This design comes from an exercise in tuning for small area, a short achievable clock period and few clock cycles per item on the open sky130 flow, not from production work. At most, simulation tests tie the RTL to the original design; equivalence was not proved. Only the layout flow was run in runs 2 and 3; the RTL was not checked for function there.

==> flow/design.v, too long to show whole: its modules and the start of the top module <==
// module float_mul_pipe: 1415 lines
// module fmul_pfx_gp: 7 lines
// module fmul_pfx_g: 6 lines
// module fmul_fa: 6 lines
// module fmul_ha: 6 lines
// module fmul_pfx_gp_n: 7 lines
// module fmul_pfx_g_n: 6 lines
// module fmul_pfx_gp_i: 7 lines
// module fmul_pfx_g_i: 6 lines
// module fmul_inv: 6 lines
// module fmul_and2: 6 lines
module float_mul_pipe #(
  parameter int E_BIT = 8,
  parameter int F_BIT = 23,
  parameter int TAG_W = 4
) (
  input  logic                 clk,
  input  logic                 rst,
  input  logic                 in_valid,
  output logic                 in_ready,
  input  logic [E_BIT+F_BIT:0] in_a,
  input  logic [E_BIT+F_BIT:0] in_b,
  input  logic [TAG_W-1:0]     in_tag,
  output logic                 out_valid,
  input  logic                 out_ready,
  output logic [E_BIT+F_BIT:0] out_p,
  output logic [TAG_W-1:0]     out_tag,
  output logic [3:0]           out_flags
);
  // ...
==> flow/flow/run.sh <==
#!/bin/bash
# The standard layout, with plain buf_1 cells (instead of the delay cells that
# buffer_ports picks by default) as the buffers on the input and output ports.
set -euo pipefail
bash standard.sh "BUFFER_PORTS_ARGS=-buffer_cell sky130_fd_sc_hd__buf_1" finish > flow_make.log 2>&1
==> flow/standard.sh <==
#!/bin/bash
# synth_recipe.tcl (not shown) runs the flow's synth.tcl, then flattens the netlist and writes it again
# the make line also repeats each setting of config.mk as NAME=value (left out here)
make -C /OpenROAD-flow-scripts/flow DESIGN_CONFIG=/design/flow/config.mk WORK_HOME=/design/flow/orfs CLKGATE_MAP_FILE= SYNTH_SCRIPT=/design/flow/synth_recipe.tcl "${@:-finish}"
==> flow/config.mk <==
export PLATFORM = sky130hd
export DESIGN_NAME = float_mul_pipe
export DESIGN_NICKNAME = float_mul_pipe
export VERILOG_FILES = /design/flow/design.v
export SDC_FILE = /design/flow/constraint.sdc
export NUM_CORES = 4
export LEC_CHECK = 0
export CAP_MARGIN = 20
export CORE_MARGIN = 2
export CORE_UTILIZATION = 70
export CTS_BUF_LIST = sky130_fd_sc_hd__clkbuf_4 sky130_fd_sc_hd__clkbuf_8
export SETUP_SLACK_MARGIN = 4.0
export SLEW_MARGIN = 20
export SYNTH_HIERARCHICAL = 1
export SYNTH_MINIMUM_KEEP_SIZE = 0
==> flow/constraint.sdc <==
create_clock -name core_clock -period 8.0 [get_ports {clk}]
set_input_delay 1.6000 -clock core_clock [delete_from_list [all_inputs] [get_ports {clk}]]
set_output_delay 1.6000 -clock core_clock [all_outputs]
set_load 0.01 [all_outputs]
==> metrics.md, run 1 <==
| Metric | Value |
|---|---|
| CP cell instances | a22oi_1 -> xnor2_1 -> fa_1 -> fa_1 -> fa_1 -> fa_1 -> fa_1 |
| Final Cell Area | 0.0263 mm² |
| Vias in the first global route | approximately 19000 |
| Core box area | around 0.033 mm² |
| Worst-path clk slew | around 0.06 ns |
| Proportion of layout cells with a drive suffix above 1 | between 15 and 20% |
| Crit path max-delay cell type | edfxtp_1 |
| Crit Path Max Fanout | 14 |
| Global routing's busiest layer | met2 |
| # fillers | 1990 |
| Synth Cell Area | between 0.02 and 0.025 mm² |
| Number of port buffers | 113 |
| Ys Warns | 8 |
| Clock buf/inv share | 3.05% |
| Post-synth EDFFs | approximately 210 |
| Status | no timing/DRC/antenna violations |
| Multi-input combinational area share | about three fifths |
| Post-route ant nets | 0 |
| Reg2Reg Setup Slack | just under 4 ns |
| Clock buffer cells | between 40 and 50 |
| Routability congestion estimate | 0.936 |
| Final net count | around 2700 |
| Slew margin rel. | between 10% and 20% |
| Post-cts sizing count | 32 |
| Initial antenna violation count | 3 |
| Slew Viols, Final | 0 |
| Area contributors post-synth | edfxtp_1 28%, fa_1 23%, xnor2_1 13% |
| Seq cells post-synth | between 200 and 250 |
| DRT iter0 DRCs | 2465 |
| CTS tree | done |
| Hold path depth | 0 |
| Syn Area/Cell | roughly 11 µm² |
| Async S/R FF share, synth | under 10% |
| Post-Synth Simple-Gate Area | 7.36% |
| Worst path arrival time | around 4.4 ns |
| Post-Synthesis Cells | about 2100 |
| Max_cap viols | 0 |
Testbench counts, summed over its fixed seeds: cycles 160,024, items 160,000.
==> inputs of run 2 (changes only) <==
--- a/flow/design.v
+++ b/flow/design.v
@@ -55,37 +55,34 @@
       w_two[i] = (bh & ~bm & ~bl) | (~bh & bm & bl);
       w_neg[i] = bh & ~(bm & bl);
     end
   end
   function automatic logic [4:0] tz23(input logic [22:0] f);
     tz23 = 5'd23;
     for (int k = 22; k >= 0; k--) if (f[k]) tz23 = 5'(k);
   endfunction
-  logic [5:0] w_tz;
-  assign w_tz = {1'b0, tz23(w_fa)} + {1'b0, tz23(w_fb)};
   logic [22:0] r0_fa;
-  logic        r0_st0, r0_st1;
+  logic [4:0]  r0_tzb;
   logic [11:0] r0_neg, r0_one, r0_two;
   logic [9:0]  r0_ex;
   logic [1:0]  r0_cls;
   logic        r0_sign;
   logic [3:0]  r0_tag;
   always_ff @(posedge clk) begin
     if (w_adv) begin
       r0_fa   <= w_fa;
       r0_neg  <= w_neg;
       r0_one  <= w_one;
       r0_two  <= w_two;
       r0_ex   <= {2'b00, w_ea} + {2'b00, w_eb} - 10'd127;
       r0_cls  <= w_cls0;
       r0_sign <= in_a[31] ^ in_b[31];
       r0_tag  <= in_tag;
-      r0_st0  <= w_tz < 6'd22;
-      r0_st1  <= w_tz < 6'd23;
+      r0_tzb  <= tz23(w_fb);
     end
   end
   logic [23:0] w_ma;
   assign w_ma = {1'b1, r0_fa};
   logic [24:0] pp0, pp1, pp2, pp3, pp4, pp5, pp6, pp7, pp8, pp9, pp10, pp11;
   logic [24:0] w_pp [12];
   always_comb begin
     for (int i = 0; i < 12; i++) begin
@@ -729,16 +726,18 @@
   fmul_pfx_g u_lk1_g3 (.gh(lk0_g3), .ph(lk0_p3), .gl(lk0_g1), .g(lk1_g3));
   wire lk1_g7, lk1_p7;
   fmul_pfx_gp u_lk1_g7 (.gh(lk0_g7), .ph(lk0_p7), .gl(lk0_g5), .pl(lk0_p5), .g(lk1_g7), .p(lk1_p7));
   wire lk2_g7;
   fmul_pfx_g u_lk2_g7 (.gh(lk1_g7), .ph(lk1_p7), .gl(lk1_g3), .g(lk2_g7));
   wire lk3_g9;
   fmul_pfx_g u_lk3_g9 (.gh(lk0_g9), .ph(lk0_p9), .gl(lk2_g7), .g(lk3_g9));
   wire w_lowc = lk3_g9;
+  logic [5:0] w_tz;
+  assign w_tz = {1'b0, tz23(r0_fa)} + {1'b0, r0_tzb};
   logic [47:0] r1_s, r1_c;
   logic [9:0]  r1_ex;
   logic [1:0]  r1_cls;
   logic        r1_sign;
   logic [3:0]  r1_tag;
   logic        r1_st0, r1_st1;
   logic        r1_lowc;       
   always_ff @(posedge clk) begin
@@ -819,18 +818,18 @@
       r1_c[45] <= t293c;
       r1_c[46] <= t294c;
       r1_c[47] <= t295c;
       r1_lowc <= w_lowc;
       r1_ex   <= r0_ex;
       r1_cls  <= r0_cls;
       r1_sign <= r0_sign;
       r1_tag  <= r0_tag;
-      r1_st0  <= r0_st0;
-      r1_st1  <= r0_st1;
+      r1_st0  <= w_tz < 6'd22;
+      r1_st1  <= w_tz < 6'd23;
     end
   end
   logic [47:0] w_s, w_c, w_prod;
   assign w_s[0] = 1'b0;
   assign w_c[0] = 1'b0;
   assign w_s[1] = 1'b0;
   assign w_c[1] = 1'b0;
   assign w_s[2] = 1'b0;
==> run 2 against run 1 <==
Clock-buffer cell count decreased by 1. Largest cell class unchanged. Sequential cell count increased by 3. Critical path type unchanged. Area after synthesis increased by 0.71%. Still clean. Non-clock buffer count shrank 36.
==> metrics.md, run 2 <==
| Metric | Value |
|---|---|
| Status | no timing/DRC/antenna violations |
| Seq/Total Area, Yosys | ~28% |
| Worst path arrival time | 4.34 ns (-0.06 ns) |
| Die Wd | ~190 µm |
| Post-detail-place hpwl | about 41000 µm |
| # fillers | 2188 (+9.9%) |
| Most used cell along the critical path | a21oi_2 |
| Area Growth Syn to Fin | 10.2% |
| Area contributors post-synth | edfxtp_1 28%, fa_1 23%, xnor2_1 13% |
| Largest registers | r1_c: 38 flops, r1_s: 38 flops, r_p: 32 flops |
| CTS tree | done |
| Post-synth top cells | 346 x xnor2_1, 266 x fa_1, 264 x a22oi_1, 217 x edfxtp_1, 125 x clkbuf_1 |
| Setup repair after global routing missed its margin | true |
| Setup TNS | 0 ns |
| Commonest non-fill, non-tap cells in the layout | 346 x xnor2_1, 266 x fa_1, 264 x a22oi_1 |
| Synth Flop Type | edfxtp_1 |
| Vias in the first global route | 18400 (-1.1%) |
| Post-synth EDFFs | 217 (+1.4%) |
| Hold Vio Cnt, Final | 0 |
| Tightest Pin Transition | 0.972 ns |
| Hold path depth | 0 (unchanged) |
| DRT Pass-1 Iters | 7 |
| Core box area | 0.0333 mm² (+2.0%) |
| Clock Skew | between 0.03 and 0.04 ns |
| Synth Cell Area | 0.0235 mm² (+0.71%) |
| Post-route minimum period | 4.04 ns |
| Post-Synthesis Cells | 2155 (+2.0%) |
| Crit path max-delay cell type | or4_1 |
| Total Routing Usage GR | 37.0% |
| CP delay by family, top | compound AO/OA/AOI/OAI gates |
| Slew Viols, Final | 0 (unchanged) |
| Leading cell type in the layout, fill and taps excluded | xnor2_1 |
| Most frequent cell after synthesis | xnor2_1 |
| DRC | 0 |
| Final worst slack | about 4.0 ns |
| Hold_buf cts | 0 |
| Initial antenna violation count | 3 (unchanged) |
| FF+latch area | roughly 0.0066 mm² |
| Drt via density | 6.69 |
| Slew margin rel. | 35.2% (+16 points) |
| Crit path buf inv count | 4 |
| Die Height | 187 µm |
| CP cell instances | ha_4 -> a21oi_2 -> o21ai_2 -> a21oi_2 -> o21ai_4 -> a21oi_4 -> inv_2 -> a21oi_2 -> inv_1 -> xor3_2 -> buf_6 -> a41oi_4 -> or4_1 -> o32a_1 -> and3_4 -> a21oi_4 -> buf_12 -> a31oi_1 |
| Setup violators final | 0 |
| Fin crit share | between 50 and 60% |
| F_max | around 0.25 GHz |
| Post-synth top area share | between 20 and 30% |
| Data required, critical path | slightly above 8 ns |
| Worst slack, placed | about 3.3 ns |
| Post-route ant nets | 0 (unchanged) |
| Initial core utilization | 70.5% |
| R2R depth | 18 |
| Yosys cell types | 65 |
| Worst-path clk slew | 0.06 ns (about the same) |
| Ys Warns | 8 (unchanged) |
| Max_cap viols | 0 (unchanged) |
| Skew-Pair Late Insertion Delay | 0.62 ns |
| Crit Path Max Fanout | 8 (-6) |
| Die footprint | 0.0350 mm² |
| Critical path capture point type | flop |
| Total number of vias | roughly 18000 |
| H-Tree Depth | 2 |
| Clock Path Buffers | 3 |
| DRT iter0 DRCs | 2119 (-14%) |
| Footprint of the multi-input gates | 0.0163 mm² |
| Number of port buffers | 113 (unchanged) |
| Seq cells post-synth | 220 (+1.4%) |
| Final wirelength | 65800 µm |
| # IOs | 114 |
| Global route total overflow | 0 |
| Proportion of layout cells with a drive suffix above 1 | 13.4% (-1.7 points) |
| Area leader, netlist | edfxtp_1 |
| Syn Area/Cell | 10.9 µm² (-1.3%) |
| Wire per inst | around 24 µm |
| First-pass GRT wire length | 99900 µm |
| CP max stage delay | about 0.55 ns |
| Root buf cell | clkbuf_8 |
| Hold Crit Class | flop to flop |
| Largest net degree at the start of global routing | 176 |
| Critical Setup Path Class | flop to flop |
| CTS buffer count | 37 |
| Async S/R FF share, synth | 1.36% (-0.019 points) |
| Sink Count | 220 |
| Routability congestion estimate | 0.949 (+1.4%) |
| Rows | 67 |
| Startpoint types | flop |
| Stages on worst setup path | 18 |
| Final net count | 2704 (-0.73%) |
[run 2: cell count changes in the layout (fill, tap and decap cells not counted), moves of 8 or more]
cell	previous run	this run
nor3_1	10	21
ha_1	114	100
nand2b_1	12	4
buf_6	19	5
nand2_1	106	114
nor2_2	13	5
nor4_1	15	24
ha_2	3	12
buf_4	99	90
buf_12	20	6
[run 2: metal layers]
| metal | vias up | track usage [%] | part of all wire (%) |
|---|---|---|---|
| li1 | 7713 | - | - |
| met1 | 8768 | 49.5 | 38 |
| met2 | 1436 | 56.2 | 44 |
| met3 | 297 | 11.4 | 13 |
| met4 | 4 | 15.9 | 4.7 |
| met5 | - | 1.24 | 0.12 |
[run 2: layout make-up]
class                   instances  share of cell area (%)
multi-input cells            1689                    63.2
flip-flops and latches        220                    25.5
repair buffers                216                    5.09
clock buffers                  48                    2.29
well taps                     448                    2.17
inverters                      84                    1.22
clock inverters                17                   0.522
diodes                          3                  0.0290
[run 2: worst register-to-register path, stage by stage (launching register included)]
cell and delay, ns:
edfxtp_1 0.43, ha_4 0.30, a21oi_2 0.16, o21ai_2 0.07, a21oi_2 0.15, o21ai_4 0.12, a21oi_4 0.20, inv_2 0.08
a21oi_2 0.14, inv_1 0.06, xor3_2 0.38, buf_6 0.13, a41oi_4 0.05, or4_1 0.55, o32a_1 0.30, and3_4 0.25
a21oi_4 0.16, buf_12 0.15, a31oi_1 0.04
[run 2: per-module statistics from Yosys, one instance, submodules excluded, excerpt]
| module | area (µm²) | times used | cells |
|---|---|---|---|
| float_mul_pipe | 16400 | 1 | 1625 |
| fmul_and2 | 6.26 | 45 | 1 |
| fmul_fa | 20.0 | 264 | 1 |
| fmul_ha | 12.5 | 33 | 1 |
| fmul_pfx_g | 7.51 | 4 | 1 |
| fmul_pfx_g_i | 5.00 | 14 | 1 |
| fmul_pfx_g_n | 8.76 | 15 | 1 |
| fmul_pfx_gp_i | 12.5 | 19 | 2 |
| fmul_pfx_gp_n | 12.5 | 35 | 2 |
[run 2: worst paths after layout]
check                      slack, ns               start                  to
setup / recovery                3.96  r1_s[24]$_DFFE_PP_   r_p[25]$_DFFE_PP_
max in group asynchronous       7.05                 rst    r_v0$_DFFE_PP0P_
hold reg to reg                 0.41  r0_ex[8]$_DFFE_PP_  r1_ex[8]$_DFFE_PP_
setup reg to reg                3.96  r1_s[24]$_DFFE_PP_   r_p[25]$_DFFE_PP_
hold / removal                  0.41  r0_ex[8]$_DFFE_PP_  r1_ex[8]$_DFFE_PP_
min in group asynchronous       0.83                 rst    r_ov$_DFFE_PP0P_
[run 2: stage by stage]
step | utilization [%] | instances | area, µm² | hold slack (ns)
finish | 77.7 | 2725 | 25900 | 0.415
global route | 77.7 | 2723 | 25900 | 0.422
CTS | 76.0 | 2690 | 25300 | 0.417
detailed placement | 73.1 | 2610 | 24300 | 0.405
global placement | 73.1 | 2610 | 24300 | 0.400
floorplan | - | 2165 | 23600 | 0.400
[run 2: cell families after synthesis]
group / after synthesis / synth area share, %
AO/OA/AOI/OAI: 500 / 15.4
XOR/XNOR: 414 / 15.6
adder cells (fa/ha/maj): 384 / 29.0
buffers and inverters: 258 / 4.22
flip-flops: 220 / 28.1
multiplexers: 2 / 0.0960
other: 2 / 0.0320
AND/OR/NAND/NOR: 375 / 7.65
[run 2: what timing repair did]
action,4_1_cts,5_1_grt
buffers inserted,15,29
pin swaps,7,19
endpoints found under the setup margin,63,53
resized for setup,29,50
cloned,0,3
==> inputs of run 3 (changes only) <==
--- a/flow/config.mk
+++ b/flow/config.mk
@@ -9,7 +9,7 @@
 export CORE_MARGIN = 2
 export CORE_UTILIZATION = 70
 export CTS_BUF_LIST = sky130_fd_sc_hd__clkbuf_4 sky130_fd_sc_hd__clkbuf_8
-export SETUP_SLACK_MARGIN = 4.0
+export SETUP_SLACK_MARGIN = 4.4
 export SLEW_MARGIN = 20
 export SYNTH_HIERARCHICAL = 1
 export SYNTH_MINIMUM_KEEP_SIZE = 0
==> run 3 against run 2 <==
First-iteration DRC count is 32% higher. Final cell count is 2.8% higher. Critical path depth is 2 lower. Final area is 9.1% higher. Non-clock buffer count is 74 higher. Maximum frequency is 4.4% higher. Via count is 7.2% higher.
==> metrics.md, run 3 <==
| Metric | Value |
|---|---|
| Skew-Pair Late Insertion Delay | 0.61 ns (about the same) |
| Rows | 67 (unchanged) |
| Routability congestion estimate | 0.871 (-8.2%) |
| Die Height | 187 µm (unchanged) |
| Largest registers | r1_c: 38 flops, r1_s: 38 flops, r_p: 32 flops |
| Status | no timing/DRC/antenna violations |
| Clock Path Buffers | 3 (unchanged) |
| Die footprint | 0.0350 mm² (unchanged) |
| Sink Count | 220 (unchanged) |
| CP max stage delay | 0.45 ns (-0.10 ns) |
| R2R depth | 16 (-2) |
| Hold Vio Cnt, Final | 0 (unchanged) |
| Met2 usage | 61.4% (+5.2 points) |
| Most used cell along the critical path | a21oi_4 |
| Die Wd | 187 µm (unchanged) |
| Met1 usage | 50.9% (+1.4 points) |
| Synth Cell Area | 0.0235 mm² (unchanged) |
| Commonest non-fill, non-tap cells in the layout | 322 x xnor2_1, 217 x edfxtp_1, 190 x fa_1 |
| Seq cells post-synth | 220 (unchanged) |
| Post-synth EDFFs | 217 (unchanged) |
| DRT iter0 DRCs | 2795 (+32%) |
| Syn Area/Cell | 10.9 µm² (unchanged) |
| # fillers | 1738 (-21%) |
| F_max | 0.259 GHz (+4.4%) |
| Critical path capture point type | flop |
| Final worst slack | 4.13 ns (+0.170 ns) |
| DRT Pass-1 Iters | 8 (+1) |
| Hold Crit Class | flop to flop |
| Area leader, netlist | edfxtp_1 |
| Startpoint types | flop |
| Largest net degree at the start of global routing | 168 (-4.5%) |
| Grt met3 use | 14.1% (+2.7 points) |
| RR Endpoint | r_p[25]$_DFFE_PP_ |
| Worst-path clk slew | 0.06 ns (about the same) |
| Critical path endpoint | r_p[25]$_DFFE_PP_ |
| Setup TNS | 0 ns (unchanged) |
| CTS buffer count | 38 (+2.7%) |
| # IOs | 114 (unchanged) |
| Number of port buffers | 113 (unchanged) |
| Root buf cell | clkbuf_8 |
| Post-route minimum period | 3.87 ns (-0.170 ns) |
| CP cell instances | ha_4 -> nand2_2 -> o21ai_4 -> a21oi_4 -> o21ai_4 -> a21oi_4 -> inv_2 -> a21oi_2 -> inv_1 -> xor3_2 -> and4_4 -> or4_1 -> o32a_1 -> and3_4 -> a21oi_4 -> a31oi_1 |
| Fin crit share | 48.3% (-2.1 points) |
| Setup violators final | 0 (unchanged) |
| Slew margin rel. | 30.1% (-5.1 points) |
| Setup repair after global routing missed its margin | true |
| Drt via density | 6.97 (+4.3%) |
| Most frequent cell after synthesis | xnor2_1 |
| CP delay by family, top | compound AO/OA/AOI/OAI gates |
| RR Startpoint | r1_c[12]$_DFFE_PP_ |
| Async S/R FF share, synth | 1.36% (unchanged) |
| Global routing's busiest layer | met2 |
| CTS tree | done |
| Finished Layout Cells | 2802 (+2.8%) |
| Antenna Cells | 0 (-3) |
| Worst path arrival time | 4.16 ns (-0.18 ns) |
| Area contributors post-synth | edfxtp_1 28%, fa_1 23%, xnor2_1 13% |
| Critical Setup Path Class | flop to flop |
| Ys Warns | 8 (unchanged) |
| Post-placement cell count | 2609 (-0.038%) |
| Stages on worst setup path | 16 (-2) |
| Yosys cell types | 65 (unchanged) |
| Hold_buf cts | 0 (unchanged) |
| Leading cell type in the layout, fill and taps excluded | xnor2_1 |
| Total Routing Usage GR | 40.2% (+3.2 points) |
| Area Growth Syn to Fin | 20.2% |
| Crit path buf inv count | 2 (-2) |
| Post-synth top area share | 27.8% (unchanged) |
| Tightest Pin Transition | 1.04 ns (+0.0726 ns) |
| Vias in the first global route | 19500 (+5.5%) |
| Post-Synthesis Cells | 2155 (unchanged) |
| Crit Path Max Fanout | 8 (unchanged) |
| H-Tree Depth | 2 (unchanged) |
| Post-route ant nets | 0 (unchanged) |
| Final net count | 2782 (+2.9%) |
| Worst slack, placed | 3.43 ns (+0.0868 ns) |
| Core box area | 0.0333 mm² (unchanged) |
| Reg2Reg Setup Slack | 4.13 ns (+0.17 ns) |
| Post-detail-place hpwl | 41100 µm (-0.56%) |
| Max_cap viols | 0 (unchanged) |
| Seq/Total Area, Yosys | 28.1% (unchanged) |
| Slew Viols, Final | 0 (unchanged) |
| Data required, critical path | 8.30 ns (about the same) |
| Global route total overflow | 0 (unchanged) |
| Final wirelength | 74900 µm (+14%) |
| CP startpoint | r1_c[12]$_DFFE_PP_ |
| Proportion of layout cells with a drive suffix above 1 | 25.7% (+12 points) |
| Synth Flop Type | edfxtp_1 |
| First-pass GRT wire length | 108000 µm (+7.7%) |
| Clock Skew | 0.0354 ns (-0.00150 ns) |
| DRC | 0 (unchanged) |
| Initial antenna violation count | 2 (-1) |
| Crit path max-delay cell type | edfxtp_1 |
| Initial core utilization | 70.5% (unchanged) |
| Total number of vias | 19500 (+7.2%) |
| Wire per inst | 26.7 µm (+11%) |
| Post-synth top cells | 346 x xnor2_1, 266 x fa_1, 264 x a22oi_1, 217 x edfxtp_1, 125 x clkbuf_1 |
[run 3: cell counts after synthesis]
No cell type changed its count.
[run 3: cell families (layout without fill, tap and decap cells)]
kind of cell	Yosys count	after routing	share of synthesized area [%]
and+or+nand+nor	375	380	7.65
muxes	2	2	0.0960
other	2	12	0.0320
DFF	220	220	28.1
xor gates and xnor gates	414	414	15.6
buffers and inverters	258	442	4.22
AOI/OAI and AO/OA	500	500	15.4
adders and majority gates	384	384	29.0
[run 3: worst min path at each step]
stage / endpoint / cells after the start / start
2_1_floorplan: r1_cls[0]$_DFFE_PP_ / 0 / r0_cls[0]$_SDFFCE_PP1P_
3_3_place_gp: r_tag[3]$_DFFE_PP_ / 0 / r1_tag[3]$_DFFE_PP_
3_5_place_dp: r1_ex[8]$_DFFE_PP_ / 0 / r0_ex[8]$_DFFE_PP_
4_1_cts: r_tag[0]$_DFFE_PP_ / 0 / r1_tag[0]$_DFFE_PP_
5_1_grt: r1_cls[1]$_DFFE_PP_ / 0 / r0_cls[1]$_SDFFCE_PP1P_
6_report: r1_ex[7]$_DFFE_PP_ / 0 / r0_ex[7]$_DFFE_PP_
[run 3: cell type report]
class / count / area, µm² / area share, %
clock inverters: 18 / 123 / 0.435
well taps: 448 / 561 / 1.99
multi-input cells: 1692 / 17400 / 61.8
repair buffers: 290 / 2580 / 9.14
flip-flops and latches: 220 / 6590 / 23.4
inverters: 84 / 315 / 1.12
clock buffers: 50 / 619 / 2.20
[run 3: per-stage QoR]
stage | instance area (µm²) | hold WS (ns) | utilization, %
after floorplan | 23900 | 0.400 | -
after global placement | 24500 | 0.402 | 73.6
after detailed placement | 24500 | 0.405 | 73.6
after CTS | 27000 | 0.418 | 81.2
after global routing | 28200 | 0.423 | 84.7
final | 28200 | 0.419 | 84.7
[run 3: layer usage]
metal  up-vias  part of all wire (%)
li1       7890                     -
met1      9256                    35
met2      1846                    43
met3       538                    15
met4         2                   7.3
met5         -                 0.045
[run 3: per-module statistics from Yosys (local to each module, per instance)]
module          flops+latches  times used  cells inside  area [µm²]
fmul_pfx_gp                 0           5             2        13.8
fmul_pfx_g                  0           4             1        7.51
float_mul_pipe            220           1          1625       16400
fmul_pfx_g_i                0          14             1        5.00
fmul_fa                     0         264             1        20.0
fmul_pfx_gp_n               0          35             2        12.5
fmul_and2                   0          45             1        6.26
fmul_inv                    0          37             1        3.75
fmul_ha                     0          33             1        12.5
fmul_pfx_gp_i               0          19             2        12.5
fmul_pfx_g_n                0          15             1        8.76
[run 3: what timing repair did]
item | 4_1_cts | 5_1_grt
pin swaps | 90 | 119
buffers inserted | 65 | 41
gates resized for setup | 210 | 189
endpoints found under the setup margin | 92 | 78
cloned | 14 | 5

==> afterwards: timing with drivers on the ports <==
Ports are ideal in the flow. The routed layouts listed here were re-timed in OpenROAD.
Step 1 (the two cells are an assumption about what drives the block):
set clk [get_ports {clk}]
set_driving_cell -lib_cell sky130_fd_sc_hd__clkbuf_16 $clk
set_driving_cell -lib_cell sky130_fd_sc_hd__buf_2 [delete_from_list [all_inputs] $clk]
Step 2, shift: input delay + t, output delay - t, t = (earliest + latest rising clock arrival at the registers) / 2. This alone moves slack from input paths to output paths.
a / b / c = ideal ports / drivers / drivers and shift; a / b = the first two.
| run | shift t [ns] | setup WS [ns] | latest minus earliest clock arrival (ns) |
|---|---|---|---|
| run 1 | 0.655 | 3.916 / 3.916 / 3.324 | 0.029 / 0.029 |
| run 2 | 0.651 | 3.964 / 3.964 / 3.964 | 0.043 / 0.042 |
| run 3 | 0.641 | 4.134 / 4.134 / 4.134 | 0.041 / 0.041 |
After both steps setup and hold are still met in every run listed. For run 1, which loses most, drivers alone change the setup slack by 0.000 ns; drivers and shift together by -0.592 ns.
